This design comes from an exercise in tuning for small area and a short achievable clock period on the open sky130 flow, not from production work. Only simulation tests tie the RTL to the original design; equivalence was not proved. Power is estimated from default activity; no workload was simulated.

**flow/config.mk**
```make
export PLATFORM = sky130hd
export DESIGN_NAME = eee_imgproc
export DESIGN_NICKNAME = eee_imgproc
export VERILOG_FILES = /design/flow/design.v
export SDC_FILE = /design/flow/constraint.sdc
export NUM_CORES = 4
export LEC_CHECK = 0
export CAP_MARGIN = 20
export CORE_MARGIN = 2
export CORE_UTILIZATION = 40
export PLACE_DENSITY = 0.6
export SLEW_MARGIN = 20
```
**flow/design.v**
```verilog
package imgproc_pkg;
	localparam int COORD_W = 11;
	typedef logic [COORD_W-1:0] coord_t;
	typedef logic [23:0] pixel_t;
	typedef logic [7:0] hue_t;
	localparam hue_t RED_HUE_MAX = 8'd21;
	localparam hue_t YELLOW_HUE_MIN = 8'd22;
	localparam hue_t YELLOW_HUE_MAX = 8'd53;
	localparam logic [7:0] VALUE_MIN = 8'd56;
	localparam pixel_t RED_COL = 24'hff0000;
	localparam pixel_t YELLOW_COL = 24'hffff00;
	localparam pixel_t RBB_COL_DEFAULT = 24'hff0000;
	localparam logic [2:0] REG_STATUS = 3'd0;
	localparam logic [2:0] REG_MSG = 3'd1;
	localparam logic [2:0] REG_ID = 3'd2;
	localparam logic [2:0] REG_BBCOL = 3'd3;
	localparam logic [31:0] DEVICE_ID = 32'h1234eee2;
	localparam int MSG_WORDS = 5;
	typedef logic [3:0] msg_tag_t;
	localparam msg_tag_t TAG_FLAGS = 4'd0;
	localparam msg_tag_t TAG_RED_TB = 4'd1;
	localparam msg_tag_t TAG_RED_LR = 4'd2;
	localparam msg_tag_t TAG_YEL_TB = 4'd3;
	localparam msg_tag_t TAG_YEL_LR = 4'd4;
	typedef struct packed {
		msg_tag_t   tag;
		logic [25:0] zero;
		logic       yellow_seen;
		logic       red_seen;
	} msg_flags_t;
	typedef struct packed {
		msg_tag_t   tag;
		logic       pad_a;
		coord_t     first;
		logic [4:0] pad_b;
		coord_t     second;
	} msg_box_t;
	typedef union packed {
		msg_flags_t flags;
		msg_box_t   box;
	} msg_word_t;
endpackage
module stream_reg #(
	parameter int DATA_W = 26
) (
	input  logic              clk,
	input  logic              reset_n,
	input  logic              valid_in,
	input  logic [DATA_W-1:0] data_in,
	output logic              ready_out,
	input  logic              ready_in,
	output logic              valid_out,
	output logic [DATA_W-1:0] data_out
);
	assign ready_out = ~valid_out | ready_in;
	always_ff @(posedge clk) begin
		if (!reset_n) begin
			valid_out <= 1'b0;
		end else if (ready_out) begin
			valid_out <= valid_in;
		end
	end
	always_ff @(posedge clk) begin
		if (ready_out) begin
			data_out <= data_in;
		end
	end
endmodule
module colour_classify (
	input  imgproc_pkg::pixel_t pixel,
	output logic                red_detect,
	output logic                yellow_detect,
	output imgproc_pkg::pixel_t class_colour
);
	logic [7:0] red, green, blue;
	logic       rdom, bmin;
	logic [7:0] mx, mn, diff, delta;
	logic [13:0] d43, f21, f23, f33;
	logic [9:0] diff_x4, max_x3;
	logic       sat_ok;
	logic [7:0] grey;
	assign {red, green, blue} = pixel;
	assign rdom = (red >= green);
	assign mx = rdom ? red : green;
	assign mn = rdom ? green : red;
	assign bmin = (blue <= mn);
	assign diff = mx - blue;
	assign delta = mn - blue;
	assign d43 = {delta, 5'b0} + {2'b0, delta, 3'b0} + {5'b0, delta, 1'b0} + {6'b0, delta};
	assign f21 = {2'b0, diff, 4'b0} + {4'b0, diff, 2'b0} + {6'b0, diff};
	assign f23 = {2'b0, diff, 4'b0} + {4'b0, diff, 2'b0} + {5'b0, diff, 1'b0} + {6'b0, diff};
	assign f33 = {1'b0, diff, 5'b0} + {6'b0, diff};
	assign diff_x4 = {diff, 2'b00};
	assign max_x3 = {2'b00, mx} + {1'b0, mx, 1'b0};
	assign sat_ok = bmin && (mx >= imgproc_pkg::VALUE_MIN) && (diff_x4 >= max_x3);
	assign red_detect = sat_ok && rdom && (d43 < f21);
	assign yellow_detect = sat_ok && (rdom ? (d43 >= f23) : (d43 >= f33));
	assign grey = {1'b0, green[7:1]} + {2'b00, red[7:2]} + {2'b00, blue[7:2]};
	always_comb begin
		if (red_detect) begin
			class_colour = imgproc_pkg::RED_COL;
		end else if (yellow_detect) begin
			class_colour = imgproc_pkg::YELLOW_COL;
		end else begin
			class_colour = {grey, grey, grey};
		end
	end
endmodule
module box_tracker #(
	parameter int IMAGE_W = 640,
	parameter int IMAGE_H = 480
) (
	input  logic                clk,
	input  logic                reset_n,
	input  logic                pixel_accept,
	input  logic                sop,
	input  logic                eop,
	input  logic                video,
	input  logic                detect,
	input  imgproc_pkg::coord_t x,
	input  imgproc_pkg::coord_t y,
	output imgproc_pkg::coord_t left,
	output imgproc_pkg::coord_t right,
	output imgproc_pkg::coord_t top,
	output imgproc_pkg::coord_t bottom
);
	localparam int XW = $clog2(IMAGE_W);
	logic [XW-1:0]       x_min, x_max, l_q, r_q;
	imgproc_pkg::coord_t y_min, y_max;
	always_ff @(posedge clk) begin
		if (!reset_n) begin
			x_min <= XW'(IMAGE_W - 1);
			x_max <= '0;
			y_min <= imgproc_pkg::coord_t'(IMAGE_H - 1);
			y_max <= '0;
		end else if (pixel_accept & sop) begin
			x_min <= XW'(IMAGE_W - 1);
			x_max <= '0;
			y_min <= imgproc_pkg::coord_t'(IMAGE_H - 1);
			y_max <= '0;
		end else if (pixel_accept & detect) begin
			if (x[XW-1:0] < x_min) begin
				x_min <= x[XW-1:0];
			end
			if (x[XW-1:0] > x_max) begin
				x_max <= x[XW-1:0];
			end
			if (y < y_min) begin
				y_min <= y;
			end
			y_max <= y;
		end
	end
	always_ff @(posedge clk) begin
		if (!reset_n) begin
			l_q <= XW'(IMAGE_W - 1);
			r_q <= '0;
			top <= imgproc_pkg::coord_t'(IMAGE_H - 1);
			bottom <= '0;
		end else if (pixel_accept & eop & video) begin
			l_q <= x_min;
			r_q <= x_max;
			top <= y_min;
			bottom <= y_max;
		end
	end
	assign left = imgproc_pkg::coord_t'(l_q);
	assign right = imgproc_pkg::coord_t'(r_q);
endmodule
module msg_fifo #(
	parameter int MSG_DEPTH = 128,
	parameter int IMAGE_W = 640
) (
	input  logic                   clk,
	input  logic                   reset_n,
	input  logic                   clear,
	input  logic [2:0]             wr_word,
	input  logic [2:0]             wr_word_next,
	input  imgproc_pkg::coord_t    red_left,
	input  imgproc_pkg::coord_t    red_right,
	input  imgproc_pkg::coord_t    red_top,
	input  imgproc_pkg::coord_t    red_bottom,
	input  imgproc_pkg::coord_t    yellow_left,
	input  imgproc_pkg::coord_t    yellow_right,
	input  imgproc_pkg::coord_t    yellow_top,
	input  imgproc_pkg::coord_t    yellow_bottom,
	input  logic                   rd,
	output imgproc_pkg::msg_word_t rd_data,
	output logic [7:0]             used,
	output logic                   empty
);
	localparam int NS = (MSG_DEPTH + 3) / 5;
	localparam int SW = $clog2(NS);
	localparam int CNT_W = $clog2(MSG_DEPTH);
	localparam int XW = $clog2(IMAGE_W);
	localparam int YW = imgproc_pkg::COORD_W;
	logic [1:0]      m_flags [0:NS-1];
	logic [2*YW-1:0] m_rtb [0:NS-1];
	logic [2*XW-1:0] m_rlr [0:NS-1];
	logic [2*YW-1:0] m_ytb [0:NS-1];
	logic [2*XW-1:0] m_ylr [0:NS-1];
	logic [SW-1:0]    wr_slot, wr_slot_next, rd_slot;
	logic [2:0]       rd_word;
	logic [CNT_W-1:0] count;
	logic             do_wr, do_rd;
	assign empty = (count == '0);
	assign used = 8'(count);
	assign do_wr = (wr_word != 3'd0);
	assign do_rd = rd & ~empty;
	assign wr_slot_next = (wr_word == 3'd5) ?
		((wr_slot == SW'(NS - 1)) ? '0 : wr_slot + 1'b1) : wr_slot;
	always_ff @(posedge clk) begin
		if (!reset_n) begin
			wr_slot <= '0;
		end else begin
			wr_slot <= wr_slot_next;
		end
	end
	always_ff @(posedge clk) begin
		if (!reset_n) begin
			rd_slot <= '0;
			rd_word <= 3'd1;
			count <= '0;
		end else if (clear) begin
			rd_slot <= wr_slot_next;
			rd_word <= (wr_word_next == 3'd0) ? 3'd1 : wr_word_next;
			count <= '0;
		end else begin
			if (do_rd) begin
				if (rd_word == 3'd5) begin
					rd_word <= 3'd1;
					rd_slot <= (rd_slot == SW'(NS - 1)) ? '0 : rd_slot + 1'b1;
				end else begin
					rd_word <= rd_word + 3'd1;
				end
			end
			if (do_wr & ~do_rd) begin
				count <= count + 1'b1;
			end else if (do_rd & ~do_wr) begin
				count <= count - 1'b1;
			end
		end
	end
	always_ff @(posedge clk) begin
		case (wr_word)
			3'd1: m_flags[wr_slot] <= {(yellow_right >= yellow_left), (red_right >= red_left)};
			3'd2: m_rtb[wr_slot] <= {red_top, red_bottom};
			3'd3: m_rlr[wr_slot] <= {red_left[XW-1:0], red_right[XW-1:0]};
			3'd4: m_ytb[wr_slot] <= {yellow_top, yellow_bottom};
			3'd5: m_ylr[wr_slot] <= {yellow_left[XW-1:0], yellow_right[XW-1:0]};
			default: ;
		endcase
	end
	logic [1:0]      h_flags;
	logic [2*YW-1:0] h_rtb, h_ytb;
	logic [2*XW-1:0] h_rlr, h_ylr;
	logic [NS-1:0] rd_sel;
	always_comb begin
		rd_sel = '0;
		rd_sel[rd_slot] = 1'b1;
	end
	always_comb begin
		h_flags = '0;
		h_rtb = '0;
		h_rlr = '0;
		h_ytb = '0;
		h_ylr = '0;
		for (int i = 0; i < NS; i++) begin
			h_flags = h_flags | ({2{rd_sel[i]}} & m_flags[i]);
			h_rtb = h_rtb | ({2*YW{rd_sel[i]}} & m_rtb[i]);
			h_rlr = h_rlr | ({2*XW{rd_sel[i]}} & m_rlr[i]);
			h_ytb = h_ytb | ({2*YW{rd_sel[i]}} & m_ytb[i]);
			h_ylr = h_ylr | ({2*XW{rd_sel[i]}} & m_ylr[i]);
		end
	end
	always_comb begin
		rd_data = '0;
		if (!empty) begin
			case (rd_word)
				3'd1: begin
					rd_data.flags.tag = imgproc_pkg::TAG_FLAGS;
					{rd_data.flags.yellow_seen, rd_data.flags.red_seen} = h_flags;
				end
				3'd2: begin
					rd_data.box.tag = imgproc_pkg::TAG_RED_TB;
					{rd_data.box.first, rd_data.box.second} = h_rtb;
				end
				3'd3: begin
					rd_data.box.tag = imgproc_pkg::TAG_RED_LR;
					rd_data.box.first = imgproc_pkg::coord_t'(h_rlr[2*XW-1:XW]);
					rd_data.box.second = imgproc_pkg::coord_t'(h_rlr[XW-1:0]);
				end
				3'd4: begin
					rd_data.box.tag = imgproc_pkg::TAG_YEL_TB;
					{rd_data.box.first, rd_data.box.second} = h_ytb;
				end
				3'd5: begin
					rd_data.box.tag = imgproc_pkg::TAG_YEL_LR;
					rd_data.box.first = imgproc_pkg::coord_t'(h_ylr[2*XW-1:XW]);
					rd_data.box.second = imgproc_pkg::coord_t'(h_ylr[XW-1:0]);
				end
				default: ;
			endcase
		end
	end
endmodule
module msg_writer #(
	parameter int MSG_INTERVAL = 6,
	parameter int MSG_DEPTH = 128
) (
	input  logic       clk,
	input  logic       reset_n,
	input  logic       frame_done,
	input  logic [7:0] fifo_used,
	output logic [2:0] state,
	output logic [2:0] state_next
);
	localparam int CNT_W = $clog2(MSG_INTERVAL) + 1;
	logic [CNT_W-1:0] frame_cnt;
	logic             start;
	assign start = frame_done && (frame_cnt == '0) &&
		(fifo_used < MSG_DEPTH - imgproc_pkg::MSG_WORDS);
	always_comb begin
		if (start) begin
			state_next = 3'd1;
		end else if ((state == 3'(imgproc_pkg::MSG_WORDS)) || (state == 3'd0)) begin
			state_next = 3'd0;
		end else begin
			state_next = state + 3'd1;
		end
	end
	always_ff @(posedge clk) begin
		if (!reset_n) begin
			frame_cnt <= CNT_W'(MSG_INTERVAL - 1);
			state <= 3'd0;
		end else begin
			state <= state_next;
			if (frame_done) begin
				if (start) begin
					frame_cnt <= CNT_W'(MSG_INTERVAL - 1);
				end else begin
					frame_cnt <= frame_cnt - 1'b1;
				end
			end
		end
	end
endmodule
module mm_regs (
	input  logic                   clk,
	input  logic                   reset_n,
	input  logic                   chipselect,
	input  logic                   read,
	input  logic                   write,
	input  logic [2:0]             address,
	input  logic [31:0]            writedata,
	input  imgproc_pkg::msg_word_t fifo_data,
	input  logic [7:0]             fifo_used,
	input  logic                   fifo_empty,
	output logic [31:0]            readdata,
	output logic                   fifo_rd,
	output logic                   flush,
	output imgproc_pkg::pixel_t    bb_col
);
	logic [7:0] status_reg;
	logic       read_d;
	always_ff @(posedge clk) begin
		if (!reset_n) begin
			status_reg <= 8'h00;
			bb_col <= imgproc_pkg::RBB_COL_DEFAULT;
		end else if (chipselect & write) begin
			if (address == imgproc_pkg::REG_STATUS) begin
				status_reg <= writedata[7:0];
			end
			if (address == imgproc_pkg::REG_BBCOL) begin
				bb_col <= writedata[23:0];
			end
		end
	end
	assign flush = chipselect & write & (address == imgproc_pkg::REG_STATUS) & writedata[4];
	always_ff @(posedge clk) begin
		if (!reset_n) begin
			readdata <= 32'h0;
			read_d <= 1'b0;
		end else begin
			read_d <= chipselect & read;
			if (chipselect & read) begin
				case (address)
					imgproc_pkg::REG_STATUS: readdata <= {16'h0, fifo_used, status_reg};
					imgproc_pkg::REG_MSG: readdata <= fifo_data;
					imgproc_pkg::REG_ID: readdata <= imgproc_pkg::DEVICE_ID;
					imgproc_pkg::REG_BBCOL: readdata <= {8'h00, bb_col};
					default: readdata <= 32'h0;
				endcase
			end
		end
	end
	assign fifo_rd = chipselect & read & ~read_d & ~fifo_empty & (address == imgproc_pkg::REG_MSG);
endmodule
module eee_imgproc #(
	parameter int IMAGE_W = 640,
	parameter int IMAGE_H = 480,
	parameter int MSG_INTERVAL = 6,
	parameter int MSG_DEPTH = 128
) (
	input  logic                clk,
	input  logic                reset_n,
	input  logic                s_chipselect,
	input  logic                s_read,
	input  logic                s_write,
	input  logic [2:0]          s_address,
	input  logic [31:0]         s_writedata,
	output logic [31:0]         s_readdata,
	input  imgproc_pkg::pixel_t sink_data,
	input  logic                sink_valid,
	output logic                sink_ready,
	input  logic                sink_sop,
	input  logic                sink_eop,
	output imgproc_pkg::pixel_t source_data,
	output logic                source_valid,
	input  logic                source_ready,
	output logic                source_sop,
	output logic                source_eop,
	input  logic                mode
);
	localparam int BEAT_W = 24 + 2;
	localparam int XW = $clog2(IMAGE_W);
	logic [BEAT_W-1:0] in_beat, out_beat;
	imgproc_pkg::pixel_t            pix_in, pix_out, class_colour, bb_col;
	logic              sop, eop, in_valid, out_ready, accept;
	imgproc_pkg::coord_t            x, y;
	logic [XW-1:0]     x_q;
	logic              packet_video, frame_done;
	logic              red_detect, yellow_detect, rbb_active, ybb_active;
	imgproc_pkg::coord_t            red_left, red_right, red_top, red_bottom;
	imgproc_pkg::coord_t            yellow_left, yellow_right, yellow_top, yellow_bottom;
	logic              fifo_rd, fifo_empty, flush;
	logic [2:0]        wr_word, wr_word_next;
	imgproc_pkg::msg_word_t         fifo_head;
	logic [7:0]        fifo_used;
	stream_reg #(.DATA_W(BEAT_W)) in_slice (
		.clk(clk), .reset_n(reset_n),
		.valid_in(sink_valid), .data_in({sink_data, sink_sop, sink_eop}),
		.ready_out(sink_ready),
		.ready_in(out_ready), .valid_out(in_valid), .data_out(in_beat)
	);
	assign {pix_in, sop, eop} = in_beat;
	stream_reg #(.DATA_W(BEAT_W)) out_slice (
		.clk(clk), .reset_n(reset_n),
		.valid_in(in_valid), .data_in({pix_out, sop, eop}),
		.ready_out(out_ready),
		.ready_in(source_ready), .valid_out(source_valid), .data_out(out_beat)
	);
	assign {source_data, source_sop, source_eop} = out_beat;
	assign accept = in_valid & out_ready;
	always_ff @(posedge clk) begin
		if (!reset_n) begin
			x_q <= '0;
			y <= '0;
			packet_video <= 1'b0;
		end else if (accept) begin
			if (sop) begin
				x_q <= '0;
				y <= '0;
				packet_video <= (pix_in[3:0] == 4'h0);
			end else if (x_q == XW'(IMAGE_W - 1)) begin
				x_q <= '0;
				y <= y + 1'b1;
			end else begin
				x_q <= x_q + 1'b1;
			end
		end
	end
	assign x = imgproc_pkg::coord_t'(x_q);
	assign frame_done = accept & eop & packet_video;
	colour_classify colour_classify (
		.pixel(pix_in), .red_detect(red_detect), .yellow_detect(yellow_detect),
		.class_colour(class_colour)
	);
	box_tracker #(.IMAGE_W(IMAGE_W), .IMAGE_H(IMAGE_H)) red_box (
		.clk(clk), .reset_n(reset_n), .pixel_accept(accept), .sop(sop), .eop(eop), .video(packet_video),
		.detect(red_detect), .x(x), .y(y),
		.left(red_left), .right(red_right), .top(red_top), .bottom(red_bottom)
	);
	box_tracker #(.IMAGE_W(IMAGE_W), .IMAGE_H(IMAGE_H)) yellow_box (
		.clk(clk), .reset_n(reset_n), .pixel_accept(accept), .sop(sop), .eop(eop), .video(packet_video),
		.detect(yellow_detect), .x(x), .y(y),
		.left(yellow_left), .right(yellow_right), .top(yellow_top), .bottom(yellow_bottom)
	);
	assign rbb_active = (x == red_left) | (x == red_right) | (y == red_top) | (y == red_bottom);
	assign ybb_active = (x == yellow_left) | (x == yellow_right) |
		(y == yellow_top) | (y == yellow_bottom);
	always_comb begin
		if (!(mode & ~sop & packet_video)) begin
			pix_out = pix_in;
		end else if (rbb_active) begin
			pix_out = bb_col;
		end else if (ybb_active) begin
			pix_out = imgproc_pkg::YELLOW_COL;
		end else begin
			pix_out = class_colour;
		end
	end
	msg_writer #(.MSG_INTERVAL(MSG_INTERVAL), .MSG_DEPTH(MSG_DEPTH)) msg_writer (
		.clk(clk), .reset_n(reset_n), .frame_done(frame_done), .fifo_used(fifo_used),
		.state(wr_word), .state_next(wr_word_next)
	);
	msg_fifo #(.MSG_DEPTH(MSG_DEPTH), .IMAGE_W(IMAGE_W)) msg_fifo (
		.clk(clk), .reset_n(reset_n), .clear(~reset_n | flush),
		.wr_word(wr_word), .wr_word_next(wr_word_next),
		.red_left(red_left), .red_right(red_right), .red_top(red_top),
		.red_bottom(red_bottom), .yellow_left(yellow_left), .yellow_right(yellow_right),
		.yellow_top(yellow_top), .yellow_bottom(yellow_bottom),
		.rd(fifo_rd), .rd_data(fifo_head), .used(fifo_used), .empty(fifo_empty)
	);
	mm_regs mm_regs (
		.clk(clk), .reset_n(reset_n), .chipselect(s_chipselect), .read(s_read),
		.write(s_write), .address(s_address), .writedata(s_writedata),
		.fifo_data(fifo_head), .fifo_used(fifo_used), .fifo_empty(fifo_empty),
		.readdata(s_readdata), .fifo_rd(fifo_rd), .flush(flush), .bb_col(bb_col)
	);
endmodule
```
**flow/run.sh**
```bash
#!/bin/bash
# synth_recipe.tcl (not shown) runs the flow's synth.tcl, then flattens the netlist and writes it again
# the make line also repeats each setting of config.mk as NAME=value (left out here)
make -C /OpenROAD-flow-scripts/flow DESIGN_CONFIG=/design/flow/config.mk WORK_HOME=/design/flow/orfs CLKGATE_MAP_FILE= SYNTH_SCRIPT=/design/flow/synth_recipe.tcl finish
```
**flow/constraint.sdc**
```tcl
create_clock -name core_clock -period 40.0 [get_ports {clk}]
set_input_delay 8.0000 -clock core_clock [delete_from_list [all_inputs] [get_ports {clk}]]
set_output_delay 8.0000 -clock core_clock [all_outputs]
set_load 0.01 [all_outputs]
```
==> results of run 1 <==
==> critical path, cell delays in order <==
cell	delay, ns
sky130_fd_sc_hd__clkdlybuf4s50_1	0.46
sky130_fd_sc_hd__nor2b_1	0.07
sky130_fd_sc_hd__nand2_1	0.07
sky130_fd_sc_hd__buf_4	0.34
sky130_fd_sc_hd__clkdlybuf4s50_1	0.62
==> placed cells by master, fill, tap and decap left out, types with 31 or more instances in the layout <==
master	n
sky130_fd_sc_hd__a22oi_1	416
sky130_fd_sc_hd__clkdlybuf4s50_1	117
sky130_fd_sc_hd__clkbuf_16	283
sky130_fd_sc_hd__a22o_1	109
sky130_fd_sc_hd__nand4_1	137
sky130_fd_sc_hd__dfxtp_1	269
sky130_fd_sc_hd__a21o_1	57
sky130_fd_sc_hd__a21oi_1	222
sky130_fd_sc_hd__a222oi_1	212
sky130_fd_sc_hd__nor2_4	43
sky130_fd_sc_hd__xor2_1	48
sky130_fd_sc_hd__nor2b_1	43
sky130_fd_sc_hd__mux2i_1	93
sky130_fd_sc_hd__nand2_1	555
sky130_fd_sc_hd__a21boi_0	87
sky130_fd_sc_hd__o21ai_0	190
sky130_fd_sc_hd__ha_1	226
sky130_fd_sc_hd__xnor2_1	116
sky130_fd_sc_hd__clkinv_2	31
sky130_fd_sc_hd__o211ai_1	65
sky130_fd_sc_hd__buf_4	290
sky130_fd_sc_hd__nand3_1	180
sky130_fd_sc_hd__clkbuf_1	51
sky130_fd_sc_hd__edfxtp_1	2288
sky130_fd_sc_hd__o2bb2ai_1	57
sky130_fd_sc_hd__clkinv_1	43
sky130_fd_sc_hd__a221oi_1	81
sky130_fd_sc_hd__inv_1	203
sky130_fd_sc_hd__nor2_1	157
sky130_fd_sc_hd__nor2_2	64
sky130_fd_sc_hd__nor3_1	51
==> worst paths after layout <==
check / slack, ns / cells after the start / startpoint / endpoint
hold / removal: 0.46 / 2 / red_box.y_max[2] / red_box.bottom[2]
setup reg to reg: 29.88 / 37 / in_slice.data_out[12] / red_box.x_max[8]
setup / recovery: 22.41 / 5 / source_ready / sink_ready
hold reg to reg: 0.46 / 2 / red_box.y_max[2] / red_box.bottom[2]
==> power breakdown <==
part	total, mW	internal, mW	switching (mW)	leakage, nW
registers	2.90	2.89	0.0102	23.0
clock network	2.47	1.44	1.03	4.16
logic	1.36	0.514	0.846	12.2
total	6.73	4.84	1.88	39.3
==> area by class of cell <==
class / instances / area share (%)
diodes: 9 / 0.0189
flip-flops and latches: 2570 / 62.4
clock buffers: 348 / 6.27
clock inverters: 113 / 0.905
multi-input cells: 3799 / 23.2
repair buffers: 415 / 2.98
well taps: 3384 / 3.55
inverters: 206 / 0.649
==> metrics by stage <==
stage                     util, %  hold WS [ns]  setup WS [ns]
after detailed placement     43.0         0.457          22.40
final                        46.4         0.463          22.41
after global routing         46.4         0.472          22.33
after CTS                    46.3         0.458          22.40
after floorplan                 -         0.437          23.27
after global placement       42.9         0.446          22.40
==> routing by layer <==
metal  up-vias  share of wire, %
li1      28300                 -
met1     34800                37
met2      4656                44
met3       887                13
met4        24               5.5
met5         -             0.064
==> synthesized netlist by cell type, types with 40 or more instances <==
library cell                number  area, um^2
sky130_fd_sc_hd__mux2i_1        93         931
sky130_fd_sc_hd__a22o_1        110         963
sky130_fd_sc_hd__inv_1         204         766
sky130_fd_sc_hd__a21oi_1       232        1160
sky130_fd_sc_hd__buf_2          95         475
sky130_fd_sc_hd__o211ai_1       65         488
sky130_fd_sc_hd__o31ai_1        40         300
sky130_fd_sc_hd__nor3_1         58         290
sky130_fd_sc_hd__nor2b_1        43         269
sky130_fd_sc_hd__a221oi_1       81         709
sky130_fd_sc_hd__nor2_1        264         991
sky130_fd_sc_hd__xnor2_1       118        1030
sky130_fd_sc_hd__xor2_1         48         420
sky130_fd_sc_hd__dfxtp_1       282        5650
sky130_fd_sc_hd__nand4_1       137         857
sky130_fd_sc_hd__o21ai_0       196         981
sky130_fd_sc_hd__nand2_1       562        2110
sky130_fd_sc_hd__o2bb2ai_1      57         499
sky130_fd_sc_hd__buf_1          48         180
sky130_fd_sc_hd__a21o_1         57         428
sky130_fd_sc_hd__edfxtp_1     2288       68700
sky130_fd_sc_hd__clkbuf_1      267        1000
sky130_fd_sc_hd__a22oi_1       416        3120
sky130_fd_sc_hd__ha_1          228        2850
sky130_fd_sc_hd__a222oi_1      212        2120
sky130_fd_sc_hd__a21boi_0       87         653
sky130_fd_sc_hd__nand3_1       182         911
==> logic make-up (layout without fill, tap and decap cells) <==
kind of cell,after synthesis,count (layout),synth area share [%]
simple gates,1448,1448,6.66
flops,2570,2570,71.9
buf+inv,622,1082,2.40
fa+ha+maj,262,262,3.36
other cells,2,13,0.00726
mux,113,113,1.13
xor+xnor,166,166,1.41
compound gates,1806,1806,13.2
==> impl_summary.log, run 1 <==
INFO  metric finalNetCount = around 7600
INFO  metric synth-edff-count = 2288
INFO  metric initial_drt_markers = around 11000
INFO  metric p_per_area = ~56 nW/um^2
INFO  metric worst_ep_arrival_time = about 9.6 ns
INFO  metric clock_tree.root_cell = sky130_fd_sc_hd__clkbuf_16
INFO  metric place_hpwl = approximately 220 mm
INFO  metric static-leakage-power = slightly below 40 nW
INFO  metric grtUsageTotal = 27.6%
INFO  metric post_route_cells_drive_above_1_share = between 10% and 20%
INFO  metric postSynth.topFlopCell = sky130_fd_sc_hd__edfxtp_1
INFO  metric post_cts.repair.setup_buffers = 0
INFO  metric crit_path_start_kind = primary input
INFO  metric min-delay-path-class = reg2reg
INFO  metric via_count_of_the_first_global_routing_pass = around 65000
INFO  metric dr.pass1.iters = 9
INFO  metric multiInputGateArea = about 28000 um^2
INFO  metric crit_path_max_fanout = 27
INFO  metric report.final.setup_viol = 0
INFO  metric status = complete, no violations
INFO  metric worstSetupPathType = in2out
INFO  metric numPortBuffers = roughly 120
INFO  metric slew_headroom = approximately an eighth
INFO  metric route.detailed.drc = 0
INFO  metric mean_instance_size_in_the_synthesized_netlist = between 10 and 15 um^2
INFO  metric post_route_cell_area = ~120000 um^2
INFO  metric antenna_found_initial = 19
INFO  metric wirelength = around 370 mm
INFO  metric final-hold-violation-count = 0
INFO  metric die_w = between 500 and 600 um
INFO  metric insertion_delay = between 0.9 and 1 ns
INFO  metric initial_core_util = slightly above 40%
INFO  metric cts_tree = built
INFO  metric largest_net_degree_at_the_start_of_global_routing = 74
INFO  metric die_area = 263000 um^2
INFO  metric die_y = a little over 500 um
INFO  metric critPathCaptureType = primary output
INFO  metric max_cap_viol_count = 0
INFO  metric design_power_total = 6.73 mW
INFO  metric ir_worst_vdd = about 0.00008 V
INFO  metric seq_area = around 74000 um^2
INFO  metric synthesis.instances = 6989
INFO  metric globalRoute.totalOverflow = 0
INFO  metric yosysSeqAreaShare = between 70% and 80%
INFO  metric dpl.cell_count = slightly above 10000
INFO  metric final_period_minus_worst_setup_slack = between 15 and 20 ns
INFO  metric post_synth_instance_area = ~100000 um^2
INFO  metric core.rowCount = approximately 190
INFO  metric io_pins = about 130
INFO  metric rsz_0062_raised_after_global_routing = no
INFO  metric post-route-period-util = roughly 44%
INFO  metric post_cts_resized = 0
INFO  metric grt_use_met1 = between 30 and 40%
INFO  metric report.final.slew_viol_count = 0
INFO  metric drtAntennaViolNets = 0
INFO  metric wire_length_of_the_first_global_routing_pass = approximately 510 mm
INFO  metric tightestPinTransition = 1.29 ns
INFO  metric global_route.usage.met3 = ~7.4%
INFO  metric ys.warnings.count = 7
INFO  metric vias_per_cell = 6.33
INFO  metric stdcell_count = 10800
INFO  metric place_area = 110000 um^2
INFO  metric finalSetupTns = 0 ns
INFO  metric cts_buffer_depth = 4
INFO  metric yosys_register_bits = ~2600
INFO  metric cts_hold_buffers = 0
INFO  metric worst_clock_skew = 0.0797 ns
INFO  metric filler_cell_count = 22200
INFO  metric num_vias = between 60000 and 70000
INFO  metric yosysUniqueCellTypes = roughly 100
INFO  metric cts.sink_count = 2570
INFO  metric core-area = 257000 um^2
INFO  metric gpl.final_weighted_congestion = around 0.95
INFO  metric area_delta_synth_final = 15.2%
INFO  metric cts-buffers-inserted = 274
INFO  metric fmaxAchievable = approximately 57 MHz
INFO  metric worst_setup_hold_path_clk_slew = 0.06 ns
INFO  metric detail_route.wl_per_cell = around 34 um
INFO  metric met2_routing_resource_usage_after_global_routing = 42.4%
INFO  metric postSynth.asyncResetShare = 0%
INFO  metric grt-busiest-layer = met2
INFO  metric cp.required = approximately 32 ns
INFO  metric htree_num_levels = 5
INFO  metric biggestRegsByFlops = msg_fifo.m_rtb (572), msg_fifo.m_ytb (572)
==> run 2, diff against run 1 <==
--- a/flow/design.v
+++ b/flow/design.v
@@ -72,29 +72,27 @@
 	output logic                yellow_detect,
 	output imgproc_pkg::pixel_t class_colour
 );
-	logic [7:0] red, green, blue;
-	logic       rdom, bmin;
-	logic [7:0] mx, mn, diff, delta;
-	logic [13:0] d43, f21, f23, f33;
-	logic [9:0] diff_x4, max_x3;
-	logic       sat_ok;
-	logic [7:0] grey;
+	logic [7:0]  red, green, blue;
+	logic        rdom, bmin, sat_ok;
+	logic [7:0]  mx, mn, c, b;
+	logic [13:0] b22, c21, b20, c23, b10, c33;
+	logic [7:0]  grey;
 	assign {red, green, blue} = pixel;
 	assign rdom = (red >= green);
 	assign mx = rdom ? red : green;
 	assign mn = rdom ? green : red;
 	assign bmin = (blue <= mn);
-	assign diff = mx - blue;
-	assign delta = mn - blue;
-	assign d43 = {delta, 5'b0} + {2'b0, delta, 3'b0} + {5'b0, delta, 1'b0} + {6'b0, delta};
-	assign f21 = {2'b0, diff, 4'b0} + {4'b0, diff, 2'b0} + {6'b0, diff};
-	assign f23 = {2'b0, diff, 4'b0} + {4'b0, diff, 2'b0} + {5'b0, diff, 1'b0} + {6'b0, diff};
-	assign f33 = {1'b0, diff, 5'b0} + {6'b0, diff};
-	assign diff_x4 = {diff, 2'b00};
-	assign max_x3 = {2'b00, mx} + {1'b0, mx, 1'b0};
-	assign sat_ok = bmin && (mx >= imgproc_pkg::VALUE_MIN) && (diff_x4 >= max_x3);
-	assign red_detect = sat_ok && rdom && (d43 < f21);
-	assign yellow_detect = sat_ok && (rdom ? (d43 >= f23) : (d43 >= f33));
+	assign c = mx - mn;
+	assign b = mn - blue;
+	assign b22 = {1'b0, b, 4'b0} + {3'b0, b, 2'b0} + {5'b0, b, 1'b0};
+	assign c21 = {2'b0, c, 4'b0} + {4'b0, c, 2'b0} + {6'b0, c};
+	assign b20 = {2'b0, b, 4'b0} + {4'b0, b, 2'b0};
+	assign c23 = {2'b0, c, 4'b0} + {4'b0, c, 2'b0} + {5'b0, c, 1'b0} + {6'b0, c};
+	assign b10 = {3'b0, b, 3'b0} + {5'b0, b, 1'b0};
+	assign c33 = {1'b0, c, 5'b0} + {6'b0, c};
+	assign sat_ok = bmin && (mx >= imgproc_pkg::VALUE_MIN) && ({2'b0, mx} >= {blue, 2'b0});
+	assign red_detect = sat_ok && rdom && (b22 < c21);
+	assign yellow_detect = sat_ok && (rdom ? (b20 >= c23) : (b10 >= c33));
 	assign grey = {1'b0, green[7:1]} + {2'b00, red[7:2]} + {2'b00, blue[7:2]};
 	always_comb begin
 		if (red_detect) begin
@@ -189,17 +187,20 @@
 	output logic [7:0]             used,
 	output logic                   empty
 );
-	localparam int NS = (MSG_DEPTH + 3) / 5;
-	localparam int SW = $clog2(NS);
+	localparam int NA = (MSG_DEPTH - 3) / 5;
+	localparam int NB = (MSG_DEPTH + 2) / 5;
+	localparam int AW = $clog2(NA);
+	localparam int BW = $clog2(NB);
 	localparam int CNT_W = $clog2(MSG_DEPTH);
 	localparam int XW = $clog2(IMAGE_W);
 	localparam int YW = imgproc_pkg::COORD_W;
-	logic [1:0]      m_flags [0:NS-1];
-	logic [2*YW-1:0] m_rtb [0:NS-1];
-	logic [2*XW-1:0] m_rlr [0:NS-1];
-	logic [2*YW-1:0] m_ytb [0:NS-1];
-	logic [2*XW-1:0] m_ylr [0:NS-1];
-	logic [SW-1:0]    wr_slot, wr_slot_next, rd_slot;
+	logic [1:0]      m_flags [0:NA-1];
+	logic [2*YW-1:0] m_rtb [0:NA-1];
+	logic [2*XW-1:0] m_rlr [0:NA-1];
+	logic [2*YW-1:0] m_ytb [0:NB-1];
+	logic [2*XW-1:0] m_ylr [0:NB-1];
+	logic [AW-1:0]    wr_a, wr_a_next, rd_a;
+	logic [BW-1:0]    wr_b, wr_b_next, rd_b;
 	logic [2:0]       rd_word;
 	logic [CNT_W-1:0] count;
 	logic             do_wr, do_rd;
@@ -207,32 +208,41 @@
 	assign used = 8'(count);
 	assign do_wr = (wr_word != 3'd0);
 	assign do_rd = rd & ~empty;
-	assign wr_slot_next = (wr_word == 3'd5) ?
-		((wr_slot == SW'(NS - 1)) ? '0 : wr_slot + 1'b1) : wr_slot;
+	assign wr_a_next = (wr_word == 3'd3) ? ((wr_a == AW'(NA - 1)) ? '0 : wr_a + 1'b1) : wr_a;
+	assign wr_b_next = (wr_word == 3'd5) ? ((wr_b == BW'(NB - 1)) ? '0 : wr_b + 1'b1) : wr_b;
 	always_ff @(posedge clk) begin
 		if (!reset_n) begin
-			wr_slot <= '0;
+			wr_a <= '0;
+			wr_b <= '0;
 		end else begin
-			wr_slot <= wr_slot_next;
+			wr_a <= wr_a_next;
+			wr_b <= wr_b_next;
 		end
 	end
 	always_ff @(posedge clk) begin
 		if (!reset_n) begin
-			rd_slot <= '0;
+			rd_a <= '0;
+			rd_b <= '0;
 			rd_word <= 3'd1;
 			count <= '0;
 		end else if (clear) begin
-			rd_slot <= wr_slot_next;
+			rd_a <= wr_a_next;
+			rd_b <= wr_b_next;
 			rd_word <= (wr_word_next == 3'd0) ? 3'd1 : wr_word_next;
 			count <= '0;
 		end else begin
 			if (do_rd) begin
 				if (rd_word == 3'd5) begin
 					rd_word <= 3'd1;
-					rd_slot <= (rd_slot == SW'(NS - 1)) ? '0 : rd_slot + 1'b1;
 				end else begin
 					rd_word <= rd_word + 3'd1;
 				end
+				if (rd_word == 3'd3) begin
+					rd_a <= (rd_a == AW'(NA - 1)) ? '0 : rd_a + 1'b1;
+				end
+				if (rd_word == 3'd5) begin
+					rd_b <= (rd_b == BW'(NB - 1)) ? '0 : rd_b + 1'b1;
+				end
 			end
 			if (do_wr & ~do_rd) begin
 				count <= count + 1'b1;
@@ -243,21 +253,24 @@
 	end
 	always_ff @(posedge clk) begin
 		case (wr_word)
-			3'd1: m_flags[wr_slot] <= {(yellow_right >= yellow_left), (red_right >= red_left)};
-			3'd2: m_rtb[wr_slot] <= {red_top, red_bottom};
-			3'd3: m_rlr[wr_slot] <= {red_left[XW-1:0], red_right[XW-1:0]};
-			3'd4: m_ytb[wr_slot] <= {yellow_top, yellow_bottom};
-			3'd5: m_ylr[wr_slot] <= {yellow_left[XW-1:0], yellow_right[XW-1:0]};
+			3'd1: m_flags[wr_a] <= {(yellow_right >= yellow_left), (red_right >= red_left)};
+			3'd2: m_rtb[wr_a] <= {red_top, red_bottom};
+			3'd3: m_rlr[wr_a] <= {red_left[XW-1:0], red_right[XW-1:0]};
+			3'd4: m_ytb[wr_b] <= {yellow_top, yellow_bottom};
+			3'd5: m_ylr[wr_b] <= {yellow_left[XW-1:0], yellow_right[XW-1:0]};
 			default: ;
 		endcase
 	end
+	logic [NA-1:0]   sel_a;
+	logic [NB-1:0]   sel_b;
 	logic [1:0]      h_flags;
 	logic [2*YW-1:0] h_rtb, h_ytb;
 	logic [2*XW-1:0] h_rlr, h_ylr;
-	logic [NS-1:0] rd_sel;
 	always_comb begin
-		rd_sel = '0;
-		rd_sel[rd_slot] = 1'b1;
+		sel_a = '0;
+		sel_a[rd_a] = 1'b1;
+		sel_b = '0;
+		sel_b[rd_b] = 1'b1;
 	end
 	always_comb begin
 		h_flags = '0;
@@ -265,12 +278,14 @@
 		h_rlr = '0;
 		h_ytb = '0;
 		h_ylr = '0;
-		for (int i = 0; i < NS; i++) begin
-			h_flags = h_flags | ({2{rd_sel[i]}} & m_flags[i]);
-			h_rtb = h_rtb | ({2*YW{rd_sel[i]}} & m_rtb[i]);
-			h_rlr = h_rlr | ({2*XW{rd_sel[i]}} & m_rlr[i]);
-			h_ytb = h_ytb | ({2*YW{rd_sel[i]}} & m_ytb[i]);
-			h_ylr = h_ylr | ({2*XW{rd_sel[i]}} & m_ylr[i]);
+		for (int i = 0; i < NA; i++) begin
+			h_flags = h_flags | ({2{sel_a[i]}} & m_flags[i]);
+			h_rtb = h_rtb | ({2*YW{sel_a[i]}} & m_rtb[i]);
+			h_rlr = h_rlr | ({2*XW{sel_a[i]}} & m_rlr[i]);
+		end
+		for (int i = 0; i < NB; i++) begin
+			h_ytb = h_ytb | ({2*YW{sel_b[i]}} & m_ytb[i]);
+			h_ylr = h_ylr | ({2*XW{sel_b[i]}} & m_ylr[i]);
 		end
 	end
 	always_comb begin
@@ -426,7 +441,7 @@
 	localparam int XW = $clog2(IMAGE_W);
 	logic [BEAT_W-1:0] in_beat, out_beat;
 	imgproc_pkg::pixel_t            pix_in, pix_out, class_colour, bb_col;
-	logic              sop, eop, in_valid, out_ready, accept;
+	logic              sop, eop, in_valid, in_ready, out_ready, accept;
 	imgproc_pkg::coord_t            x, y;
 	logic [XW-1:0]     x_q;
 	logic              packet_video, frame_done;
@@ -440,10 +455,20 @@
 	stream_reg #(.DATA_W(BEAT_W)) in_slice (
 		.clk(clk), .reset_n(reset_n),
 		.valid_in(sink_valid), .data_in({sink_data, sink_sop, sink_eop}),
-		.ready_out(sink_ready),
+		.ready_out(in_ready),
 		.ready_in(out_ready), .valid_out(in_valid), .data_out(in_beat)
 	);
 	assign {pix_in, sop, eop} = in_beat;
+	logic not_both_valid;
+	always_ff @(posedge clk) begin
+		if (!reset_n) begin
+			not_both_valid <= 1'b1;
+		end else begin
+			not_both_valid <= ~((in_ready ? sink_valid : in_valid) &
+				(out_ready ? in_valid : source_valid));
+		end
+	end
+	assign sink_ready = not_both_valid | source_ready;
 	stream_reg #(.DATA_W(BEAT_W)) out_slice (
 		.clk(clk), .reset_n(reset_n),
 		.valid_in(in_valid), .data_in({pix_out, sop, eop}),
==> impl_summary.log, run 2 <==
INFO  metric globalRoute.totalOverflow = 0
INFO  metric worst_clock_skew = 0.0754 ns
INFO  metric wire_length_of_the_first_global_routing_pass = approximately 440 mm
INFO  metric ir_worst_vdd = around 0.000048 V
INFO  metric die_y = roughly 510 um
INFO  metric die_area = approximately 260000 um^2
INFO  metric layout_commonest_cell = sky130_fd_sc_hd__edfxtp_1
INFO  metric postSynth.topFlopCell = sky130_fd_sc_hd__edfxtp_1
INFO  metric core.rowCount = 185
INFO  metric yosysSeqAreaShare = between 70% and 80%
INFO  metric top_register = msg_fifo.m_ytb
INFO  metric rr_startpoint = in_slice.data_out[14]
INFO  metric num_vias = between 60000 and 70000
INFO  metric crit_path_top_delay_cell = sky130_fd_sc_hd__clkdlybuf4s50_1
INFO  metric initial_core_util = between 40% and 50%
INFO  metric report.final.setup_viol = 0
INFO  metric cp-startpoint = source_ready
INFO  metric dr.pass1.iters = 8
INFO  metric post_synth_most_frequent_cells = sky130_fd_sc_hd__edfxtp_1 (2244), sky130_fd_sc_hd__nand2_1 (637), sky130_fd_sc_hd__a22oi_1 (438)
INFO  metric cp.required = 32.00 ns
INFO  metric worst_setup_hold_path_clk_slew = 0.06 ns
INFO  metric synth_top_cell_area_share = 66.1%
INFO  metric finalCoreUtilization = 46.2%
INFO  metric fmaxAchievable = 58.1 MHz
INFO  metric min-delay-path-class = reg2reg
INFO  metric switch_share = 24.0%
INFO  metric power_switching = approximately 1.4 mW
INFO  metric mean_instance_size_in_the_synthesized_netlist = 14.5 um^2
INFO  metric report.final.slew_viol_count = 0
INFO  metric crit_path_max_fanout = 2
INFO  metric area_delta_synth_final = 15.0%
INFO  metric ordered_cell_list_for_the_critical_path = clkdlybuf4s50_1 -> or2_2 -> clkdlybuf4s50_1
INFO  metric final-hold-violation-count = 0
INFO  metric slowest_delay = 0.48 ns
INFO  metric pwr-share-clk = slightly above 40%
INFO  metric largest_register_ff_count = about 570
INFO  metric worstSetupPathType = in2out
INFO  metric sequentialPowerShare = between 40% and 50%
INFO  metric wirelength = about 300 mm
INFO  metric final_cell_mix = sky130_fd_sc_hd__edfxtp_1 (2244), sky130_fd_sc_hd__nand2_1 (635), sky130_fd_sc_hd__a22oi_1 (438)
INFO  metric static-leakage-power = approximately 39 nW
INFO  metric post_route_cells_drive_above_1_share = between 10% and 20%
INFO  metric detail_route.wl_per_cell = about 28 um
INFO  metric rsz_0062_raised_after_global_routing = no
INFO  metric biggestRegsByFlops = msg_fifo.m_ytb (572), msg_fifo.m_rtb (550), msg_fifo.m_ylr (520)
INFO  metric yosys.area.top_type = sky130_fd_sc_hd__edfxtp_1
INFO  metric share_comb_of_total_power = 11.7%
INFO  metric antenna_found_initial = 10
INFO  metric insertion_delay = about 0.93 ns
INFO  metric drtAntennaViolNets = 0
INFO  metric power_report.internal_total = between 4 and 5 mW
INFO  metric post_cts_resized = 0
INFO  metric ys.warnings.count = 7
INFO  metric io_pins = about 130
INFO  metric cts_buffer_depth = 4
INFO  metric cts.sink_count = 2537
INFO  metric cp_common_cell = sky130_fd_sc_hd__clkdlybuf4s50_1
INFO  metric synth.top_cells.by_area = sky130_fd_sc_hd__edfxtp_1 (66%), sky130_fd_sc_hd__dfxtp_1 (5.8%), sky130_fd_sc_hd__a22oi_1 (3.2%)
INFO  metric postSynth.asyncResetShare = 0%
INFO  metric initial_drt_markers = about 8000
INFO  metric max_cap_viol_count = 0
INFO  metric cts_hold_buffers = 0
INFO  metric final_period_minus_worst_setup_slack = around 17 ns
INFO  metric numPortBuffers = 118
INFO  metric tightestPinTransition = ~1.4 ns
INFO  metric worst_ep_arrival_time = a little over 9 ns
INFO  metric cts_tree = built
INFO  metric gpl.final_weighted_congestion = about 0.88
INFO  metric cts-buffers-inserted = ~280
INFO  metric p_per_area = between 50 and 60 nW/um^2
INFO  metric route.detailed.drc = 0
INFO  metric largest_net_degree_at_the_start_of_global_routing = a little under 80
INFO  metric clock_tree.root_cell = sky130_fd_sc_hd__clkbuf_16
INFO  metric synthesis.instances = roughly 7000
INFO  metric crit_path_start_kind = primary input
INFO  metric filler_cell_count = 22000
INFO  metric finalSetupTns = 0 ns
INFO  metric via_count_of_the_first_global_routing_pass = around 62000
INFO  metric die_w = 509 um
INFO  metric post_cts.repair.setup_buffers = 0
INFO  metric synthMostInstantiatedCell = sky130_fd_sc_hd__edfxtp_1
INFO  metric place_hpwl = about 190 mm
INFO  metric htree_num_levels = 5
INFO  metric vias_per_cell = 5.92
INFO  metric yosys_register_bits = about 2500
INFO  metric core-area = 254000 um^2
INFO  metric post-route-period-util = between 40% and 50%
INFO  metric status = complete, no violations
INFO  metric synth-edff-count = approximately 2200
INFO  metric slew_headroom = a little under 9%
INFO  metric yosysUniqueCellTypes = between 90 and 100
INFO  metric post_synth_instance_area = roughly 100000 um^2
INFO  metric grtUsageTotal = between 20% and 30%
INFO  metric finalNetCount = between 7000 and 8000
INFO  metric critPathCaptureType = primary output
INFO  metric holdCritStartpoint = yellow_box.y_max[2]
## run 2: changes by cell type after synthesis, sizes merged, moves of 51 or more
cell,change
mux2i,+148
nor2,+140
a222oi,-113
a21oi,+107
buf,-96
a21boi,-81
clkbuf,+78
nand2,+74
a22o,-51
nand4,-51
## run 2: kinds of logic after synthesis
kind of cell | count (synthesis) | synth area share [%]
muxes | 265 | 2.79
and+or+nand+nor | 1561 | 6.84
buffers and inverters | 570 | 2.13
other | 2 | 0.00737
adders and majority gates | 226 | 2.89
AOI/OAI and AO/OA | 1706 | 11.9
DFF | 2537 | 71.9
xor gates and xnor gates | 179 | 1.59
## run 2: final cells by class
| cell class | instances | area (um^2) | area share (%) |
|---|---|---|---|
| Sequential cell | 2537 | 73300 | 62.6 |
| Multi-Input combinational cell | 3941 | 27500 | 23.5 |
| Clock buffer | 348 | 7510 | 6.41 |
| Tap cell | 3366 | 4210 | 3.59 |
| Timing Repair Buffer | 330 | 2830 | 2.41 |
| Clock inverter | 131 | 1150 | 0.979 |
| Inverter | 172 | 648 | 0.553 |
| Antenna cell | 3 | 7.51 | 0.00641 |
## run 2: worst paths after layout
| check | cells past startpoint | slack [ns] | end |
|---|---|---|---|
| max | 3 | 22.80 | sink_ready |
| min | 2 | 0.45 | yellow_box.bottom[2] |
| max reg2reg | 36 | 30.19 | out_slice.data_out[17] |
| min reg2reg | 2 | 0.45 | yellow_box.bottom[2] |
## run 2: layer usage
layer  wire, um  GRT usage, %
met5         20             0
met4      12100          8.45
met3      25800          3.72
met2     142000          36.9
met1     124000          31.5
## run 2: stage by stage
stage	instances	total power, mW	hold WS (ns)	cell area (um^2)	setup slack [ns]
after floorplan	7048	3.42	0.428	102000	23.69
after global placement	10300	3.59	0.433	108000	22.80
after detailed placement	10300	3.60	0.446	108000	22.79
after CTS	10800	6.05	0.454	117000	22.78
after global routing	10800	6.24	0.464	117000	22.77
final	10800	6.03	0.451	117000	22.80
## run 2: critical path: cells and delay by family
family / cells / cell delay, ns
simple gates: 1 / 0.30
buf+inv: 2 / 0.90
## run 2: power groups by stage
stage	clock [mW]	sequential, mW	combinational [mW]
final	2.47	2.85	0.704
after global routing	2.60	2.85	0.785
after CTS	2.50	2.85	0.698
after detailed placement	0	2.91	0.693
after global placement	0	2.91	0.685
after floorplan	0	2.91	0.509
==> run 3, diff against run 2 <==
==> flow/flow/run.sh (new file) <==
#!/bin/bash
# Layout flow: the standard synthesis and layout (standard.sh), with these
# changes to how the layout is made:
#  - repair_timing aims for more setup slack than the design's clock period
#    needs, so that it also shortens the port-to-port path
#    source_ready -> sink_ready, which sets the achieved period;
#  - source_ready and sink_ready are placed next to each other on the edge;
#  - the port buffers are the smallest plain buffer (repair upsizes them
#    where timing needs it);
#  - the clock tree uses larger sink clusters and no dummy loads.
# The clock period, the SDC and the other settings are the standard flow's, unchanged.
# Each step's full output goes to a log file of its own in this folder; ORFS's
# per-stage logs are under orfs/logs/.
set -euo pipefail

here=$(pwd)

bash standard.sh synth > synth.log 2>&1

bash standard.sh finish \
	"SETUP_SLACK_MARGIN=${SETUP_MARGIN:-23.5}" \
	"IO_CONSTRAINTS=$here/flow/io.tcl" \
	"BUFFER_PORTS_ARGS=-buffer_cell sky130_fd_sc_hd__buf_1" \
	"CTS_ARGS=-sink_clustering_enable -repair_clock_nets -sink_clustering_size 25 -sink_clustering_max_diameter 100 -dont_use_dummy_load" \
	> layout.log 2>&1
==> flow/flow/io.tcl (new file) <==
# keep the two ends of the combinational port-to-port path together
set_io_pin_constraint -group -order -pin_names {source_ready sink_ready}
==> flow/standard.sh (new file) <==
#!/bin/bash
# synth_recipe.tcl (not shown) runs the flow's synth.tcl, then flattens the netlist and writes it again
# the make line also repeats each setting of config.mk as NAME=value (left out here)
make -C /OpenROAD-flow-scripts/flow DESIGN_CONFIG=/design/flow/config.mk WORK_HOME=/design/flow/orfs CLKGATE_MAP_FILE= SYNTH_SCRIPT=/design/flow/synth_recipe.tcl "${@:-finish}"
--- a/flow/config.mk
+++ b/flow/config.mk
@@ -7,6 +7,6 @@
 export LEC_CHECK = 0
 export CAP_MARGIN = 20
 export CORE_MARGIN = 2
-export CORE_UTILIZATION = 40
-export PLACE_DENSITY = 0.6
+export CORE_UTILIZATION = 55
+export PLACE_DENSITY = 0.7
 export SLEW_MARGIN = 20
removed: flow/run.sh
==> impl_summary.log, run 3 <==
INFO  metric gpl.final_weighted_congestion = around 0.92
INFO  metric multiInputGateArea = ~28000 um^2
INFO  metric static-leakage-power = 35.8 nW
INFO  metric filler_cell_count = 13900
INFO  metric mean_instance_size_in_the_synthesized_netlist = approximately 14 um^2
INFO  metric via_count_of_the_first_global_routing_pass = 60100
INFO  metric crit_path_start_kind = primary input
INFO  metric initial_core_util = between 50 and 60%
INFO  metric tightestPinTransition = 1.27 ns
INFO  metric core-area = roughly 180000 um^2
INFO  metric worst_clock_skew = 0.0955 ns
INFO  metric num_vias = about 64000
INFO  metric place_hpwl = about 180 mm
INFO  metric layout_commonest_cell = sky130_fd_sc_hd__edfxtp_1
INFO  metric final-hold-violation-count = 0
INFO  metric max_cap_viol_count = 0
INFO  metric place_ws = about 23 ns
INFO  metric initial_drt_markers = a little over 9000
INFO  metric final_critical_path_setup_slack = between 20 and 25 ns
INFO  metric yosysSeqAreaShare = between 70% and 80%
INFO  metric vias_per_cell = between 6 and 7
INFO  metric ordered_cell_list_for_the_critical_path = buf_1 -> or2_4 -> buf_6
INFO  metric core.rowCount = between 150 and 200
INFO  metric critPathCaptureType = primary output
INFO  metric globalRoute.totalOverflow = 0
INFO  metric detail_route.wl_per_cell = 30.3 um
INFO  metric power_switching = between 1 and 1.5 mW
INFO  metric worstSetupPathType = in2out
INFO  metric yosys_register_bits = between 2000 and 3000
INFO  metric cts_tree = built
INFO  metric route.detailed.drc = 0
INFO  metric wire_length_of_the_first_global_routing_pass = ~420 mm
INFO  metric crit_path_top_delay_cell = sky130_fd_sc_hd__or2_4
INFO  metric yosys.area.top_type = sky130_fd_sc_hd__edfxtp_1
INFO  metric ir_worst_vdd = approximately 0.000091 V
INFO  metric synthesis.instances = between 7000 and 8000
INFO  metric post_synth_instance_area = a little over 100000 um^2
INFO  metric place_area = ~110000 um^2
INFO  metric worst_ep_arrival_time = roughly 8.5 ns
INFO  metric report.final.setup_viol = 0
INFO  metric largest_net_degree_at_the_start_of_global_routing = 71
INFO  metric top_register = msg_fifo.m_ytb
INFO  metric pwr-share-clk = 26.4%
INFO  metric wirelength = between 200 and 300 mm
INFO  metric postSynth.asyncResetShare = 0%
INFO  metric finalSetupTns = 0 ns
INFO  metric fmaxAchievable = a little over 60 MHz
INFO  metric die_y = between 400 and 500 um
INFO  metric area_delta_synth_final = 7.21%
INFO  metric slew_headroom = between 10 and 15%
INFO  metric switch_share = between 20% and 30%
INFO  metric postSynth.topFlopCell = sky130_fd_sc_hd__edfxtp_1
INFO  metric antenna_found_initial = 6
INFO  metric drtAntennaViolNets = 0
INFO  metric min-delay-path-class = reg2reg
INFO  metric die_w = about 430 um
INFO  metric design_power_total = between 4 and 5 mW
INFO  metric final_period_minus_worst_setup_slack = between 15 and 20 ns
INFO  metric synth_top_cell_area_share = 66.1%
INFO  metric power_report.internal_total = roughly 3.6 mW
INFO  metric synth.top_cells.by_area = sky130_fd_sc_hd__edfxtp_1 (66%), sky130_fd_sc_hd__dfxtp_1 (5.8%), sky130_fd_sc_hd__a22oi_1 (3.2%)
INFO  metric share_comb_of_total_power = approximately 14%
INFO  metric final_cell_mix = sky130_fd_sc_hd__edfxtp_1 (2244), sky130_fd_sc_hd__nand2_1 (636), sky130_fd_sc_hd__a22oi_1 (438)
INFO  metric dr.pass1.iters = 8
INFO  metric grtUsageTotal = slightly above 30%
INFO  metric rr_startpoint = in_slice.data_out[18]
INFO  metric p_per_area = 44.1 nW/um^2
INFO  metric post_cts.repair.setup_buffers = 0
INFO  metric io_pins = 129
INFO  metric cts-buffers-inserted = ~110
INFO  metric ys.warnings.count = 7
INFO  metric yosysUniqueCellTypes = 93
INFO  metric die_area = 189000 um^2
INFO  metric seq_area = between 70000 and 80000 um^2
INFO  metric sequentialPowerShare = about three fifths
INFO  metric cp.required = 32.00 ns
INFO  metric status = complete, no violations
INFO  metric ff2ff_setup_slack = a little over 30 ns
INFO  metric largest_register_ff_count = about 570
INFO  metric cp-startpoint = source_ready
INFO  metric post_route_cell_area = between 100000 and 150000 um^2
INFO  metric post_route_cells_drive_above_1_share = under 10%
INFO  metric numPortBuffers = about 120
INFO  metric htree_num_levels = 3
INFO  metric worst_setup_hold_path_clk_slew = about 0.090 ns
INFO  metric post_synth_most_frequent_cells = sky130_fd_sc_hd__edfxtp_1 (2244), sky130_fd_sc_hd__nand2_1 (637), sky130_fd_sc_hd__a22oi_1 (438)
INFO  metric cts.sink_count = 2537
INFO  metric cts_buffer_depth = 3
INFO  metric clock_tree.root_cell = sky130_fd_sc_hd__clkbuf_16
INFO  metric crit_path_max_fanout = 2
INFO  metric synthMostInstantiatedCell = sky130_fd_sc_hd__edfxtp_1
INFO  metric post-route-period-util = about two fifths
INFO  metric biggestRegsByFlops = msg_fifo.m_ytb (572), msg_fifo.m_rtb (550), msg_fifo.m_ylr (520)
INFO  metric rsz_0062_raised_after_global_routing = no
INFO  metric report.final.slew_viol_count = 0
INFO  metric finalNetCount = ~7400
INFO  metric synth-edff-count = 2244
INFO  metric slowest_delay = 0.25 ns
INFO  metric insertion_delay = between 0.8 and 0.9 ns
INFO  metric holdCritStartpoint = yellow_box.y_max[3]
## run 3: cell counts after synthesis
Identical to the previous run, type by type.
## run 3: worst paths after layout
check,end,depth (start not counted)
setup / recovery,sink_ready,3
hold / removal,yellow_box.bottom[3],2
setup reg to reg,out_slice.data_out[10],36
hold reg to reg,yellow_box.bottom[3],2
## run 3: timing repair
action / in CTS / in global routing
hold endpoints to repair: 0 / 0
resized for setup: 3 / 0
hold buffers: 0 / 0
endpoints found under the setup margin: 1 / 0
## run 3: area by class of cell
| cell class | instances | share of cell area, % |
|---|---|---|
| well taps | 2464 | 2.82 |
| inverters | 172 | 0.593 |
| multi-input cells | 3941 | 25.2 |
| diodes | 4 | 0.00916 |
| clock buffers | 113 | 2.59 |
| repair buffers | 312 | 1.74 |
| flip-flops and latches | 2537 | 67.1 |
## run 3: metrics by stage
step	util (%)	std cells	hold WS, ns
after floorplan	-	7048	0.428
after global placement	57.9	9425	0.435
after detailed placement	57.9	9426	0.441
after CTS	59.5	9539	0.442
after global routing	59.5	9540	0.460
final	59.5	9543	0.438
## run 3: cell families (layout without fill, tap and decap cells)
logic type,Yosys count,after routing,share of synthesized area [%]
AOI/OAI and AO/OA,1706,1706,11.9
xor gates and xnor gates,179,179,1.59
adders and majority gates,226,226,2.89
buffers and inverters,570,597,2.13
DFF,2537,2537,71.9
muxes,265,265,2.79
other,2,8,0.00737
and+or+nand+nor,1561,1561,6.84
## run 3: layer usage
layer	routed length (um)	track usage, %	part of all wire [%]
met5	37	0	0.013
met2	134000	48.0	46
met1	112000	42.7	39
met3	31000	5.02	11
met4	11500	10.5	4.0
## run 3: worst max-delay path, delay by kind of cell
kind                   cells  cell delay, ns
and+or+nand+nor            1            0.25
buffers and inverters      2            0.21
## run 3: power by group through the flow
stage	sequential [mW]	combinational, mW	clock [mW]
after floorplan	2.91	0.509	0
after global placement	2.91	0.664	0
after detailed placement	2.91	0.683	0
after CTS	2.85	0.689	1.27
after global routing	2.85	0.771	1.36
final	2.85	0.697	1.27

-- what the ideal ports hide --
How much do the figures lean on ideal ports? The routed layouts below were timed once more, with nothing changed but the port constraints. Step 1: set_driving_cell puts a clkbuf_16 on clk and a buf_2 on each other input, an assumption about the parent block. Step 2 adds t to the input delays and takes it off the output delays; t is the mean of the earliest and latest rising clock arrival at the registers after step 1. Input paths then give back, and output paths get back, about the clock's delay inside the block. a / b / c = ideal / step 1 / step 2; a / b = the first two.
| run | shift t [ns] | setup WS [ns] | worst setup path after step 2 | pins driven straight from the clock port |
|---|---|---|---|---|
| run 1 | 1.016 | 22.408 / 22.385 / 22.385 | input to output | 1 |
| run 2 | 0.990 | 22.800 / 22.778 / 22.778 | input to output | 1 |
| run 3 | 0.869 | 23.541 / 23.517 / 23.517 | input to output | 1 |
After both steps setup and hold are still met in every run listed. The setup slack of run 3, which loses most, moves by -0.024 ns with the drivers and by -0.024 ns with both steps.
